This design comes from an exercise in tuning for a short achievable clock period and few clock cycles on the open sky130 flow, not from production work. Only simulation tests tie the RTL to the original design; equivalence was not proved. Power figures rest on the tool's default switching activity, not on a simulated workload.

maple:
Design rv_pipeline, start of the top module:
module rv_pipeline (
    input  logic             clock,
    input  logic             reset,
    input  logic [32-1:0] mem_rdata,
    output rv_pipeline_pkg::bus_cmd_e         mem_cmd,
    output logic [32-1:0] mem_addr,
    output logic [32-1:0] mem_wdata,
    output rv_pipeline_pkg::commit_t          commit,
    output logic             halted
);
Size: about 8800 cells after synthesis, roughly 2500 flip-flops, roughly 170 I/O pins, ~0.12 mm^2 of cells after synthesis.
clock: 6.0 ns
lec_check: 0
cap_margin: 35
core_margin: 2
core_utilization: 55
setup_slack_margin: 3.0
slew_margin: 35
run.sh (not shown) runs the stock make flow with config.mk's settings and CLKGATE_MAP_FILE= SYNTH_SCRIPT=/design/flow/synth_recipe.tcl, a recipe that flattens the netlist after the stock synthesis.
maple | status: complete | timing, DRC, antenna: pass
Testbench counts of maple, summed over its fixed seeds: cycles 100,653.
The following lists how cedar was set up differently from maple:
diff --git a/flow/design.v b/flow/design.v
--- a/flow/design.v
+++ b/flow/design.v
@@ -106,18 +106,16 @@
     logic        q0_new, q1_new;   
     logic [31:0] q0_inst, q1_inst, q0_pc, q1_pc;
     logic [31:0] q0_tgt, q1_tgt;   
     logic        halting;          
     logic        e_v;
     logic [31:0] e_pc, e_a, e_b, e_sd, e_alt;
     logic [4:0]  e_rd;
     logic        e_wr, e_load, e_store, e_br, e_bne, e_pred, e_halt;
-    logic        e_vbr, e_wrong;   
-    logic [31:0] e_nb;             
     logic        e_op_add, e_op_sub, e_op_slt, e_op_xor, e_op_or, e_op_and;
     logic        e_fa, e_fb, e_fs;
     logic        m_v, m_dsel, m_store, m_load, m_wr, m_halt;
     logic [31:0] m_pc, m_res, m_sd;
     logic [4:0]  m_rd;
     logic [31:0] m_aq, f_aq;       
     logic [1:0]  m_cmd;
     logic        w_v, w_wr;
@@ -189,18 +187,18 @@
     logic        e00, e10, e01, eq, lt, taken, mispredict;
     assign a  = e_fa ? m_res : e_a;
     assign b  = e_fb ? m_res : e_b;
     assign sd = e_fs ? m_res : e_sd;
     assign s00 = e_a + e_b;
     assign s10 = m_res + e_b;
     assign s01 = e_a + m_res;
     assign s11 = {m_res[30:0], 1'b0};
-    assign d00 = e_a + e_nb + 32'd1;
-    assign d10 = m_res + e_nb + 32'd1;
+    assign d00 = e_a - e_b;
+    assign d10 = m_res - e_b;
     assign d01 = e_a - m_res;
     assign e00 = (e_a == e_b);
     assign e10 = (m_res == e_b);
     assign e01 = (e_a == m_res);
     always_comb begin
         case ({e_fa, e_fb})
             2'b00:   begin sum = s00; diff = d00; eq = e00; end
             2'b10:   begin sum = s10; diff = d10; eq = e10; end
@@ -213,17 +211,17 @@
         res = ({32{e_op_add}} & sum)  |
               ({32{e_op_sub}} & diff) |
               ({32{e_op_xor}} & (a ^ b)) |
               ({32{e_op_or}}  & (a | b)) |
               ({32{e_op_and}} & (a & b)) |
               {31'd0, e_op_slt & lt};
     end
     assign taken      = eq ^ e_bne;
-    assign mispredict = e_vbr && (eq == e_wrong);
+    assign mispredict = e_v && e_br && (taken != e_pred);
     assign flush      = mispredict;
     localparam int NC = 8;
     logic [NC-1:0] c_v, c_pred, hitv;
     logic [29:0]   c_tag [NC];
     logic [31:0]   c_inst [NC];
     logic [31:0]   c_tgt [NC];
     logic [2:0]    c_ptr;     
     logic          hit, h_pred;
@@ -344,42 +342,38 @@
             q1_inst <= f_word;
             q1_pc   <= fpc;
             q1_tgt  <= f_tgt;
         end
     end
     always_ff @(posedge clock) begin
         if (reset) begin
             e_v    <= 1'b0;
-            e_vbr  <= 1'b0;
             m_v    <= 1'b0;
             w_v    <= 1'b0;
             halted <= 1'b0;
         end else begin
             e_v    <= issue;
-            e_vbr  <= issue && d_br;
             m_v    <= e_v;
             w_v    <= m_v;
             if (m_v && m_halt) halted <= 1'b1;
         end
     end
     always_ff @(posedge clock) begin
         e_pc     <= q0_pc;
         e_a      <= v1;
         e_b      <= (d_opi || d_load || d_store) ? (d_store ? imm_s : imm_i) : v2;
-        e_nb     <= ~v2;
         e_sd     <= v2;
         e_rd     <= rd;
         e_wr     <= d_wr;
         e_load   <= d_load;
         e_store  <= d_store;
         e_br     <= d_br;
         e_bne    <= f3[0];
         e_pred   <= d_pred;
-        e_wrong  <= f3[0] ^ !d_pred;    
         e_alt    <= d_pred ? q0_pc + 32'd4 : q0_tgt;
         e_halt   <= d_sys;
         e_op_sub <= d_opr && (f3 == 3'b000) && inst[30];
         e_op_add <= !(d_opr && (f3 != 3'b000 || inst[30]));
         e_op_slt <= d_opr && (f3 == 3'b010);
         e_op_xor <= d_opr && (f3 == 3'b100);
         e_op_or  <= d_opr && (f3 == 3'b110);
         e_op_and <= d_opr && (f3 == 3'b111);
## What came out
cedar has completed all stages; timing, DRC and antenna checks passed. Diff maple -> cedar | synthesized flop and latch total | down slightly. Share of power burned in the clock network, maple and cedar, lower one = maple. cedar vs. maple: clock-buffer cell count grew by 1.1%; data arrival time of the critical path shrank by 220 ps; wire length grew by 6.7 mm; fraction of final layout cells with drive strength greater than 1 grew by 3.6 points; data required time of the critical path held steady. Slowest cell on the critical path = sky130_fd_sc_hd__dfxtp_4: maple; slowest cell on the critical path = sky130_fd_sc_hd__fa_2: cedar.
Testbench counts of cedar, summed over its fixed seeds: cycles 100,653.

what the ideal ports hide:
The flow's constraints put no driver on any port. The routed layouts listed below were extracted and timed again, unchanged, in two steps.
Step 1, drivers: a clkbuf_16 drives clock and a buf_2 each remaining input, both assumed.
Step 2, shift: input delay + t, output delay - t, t = (earliest + latest rising clock arrival at the registers) / 2. This alone moves slack from input paths to output paths.
a / b / c = ideal ports / drivers / drivers and shift; a / b = the first two.
run	shift t [ns]	slack for setup (ns)	clock arrival spread, ns	worst slew at a driven data input, ns
maple	1.025	2.211 / 2.211 / 1.483	0.080 / 0.080	0.16
cedar	1.029	2.443 / 2.443 / 1.618	0.084 / 0.084	0.06
After both steps every run listed still meets setup and hold. For cedar, which loses most, drivers alone change the setup slack by 0.000 ns; drivers and shift together by -0.825 ns.
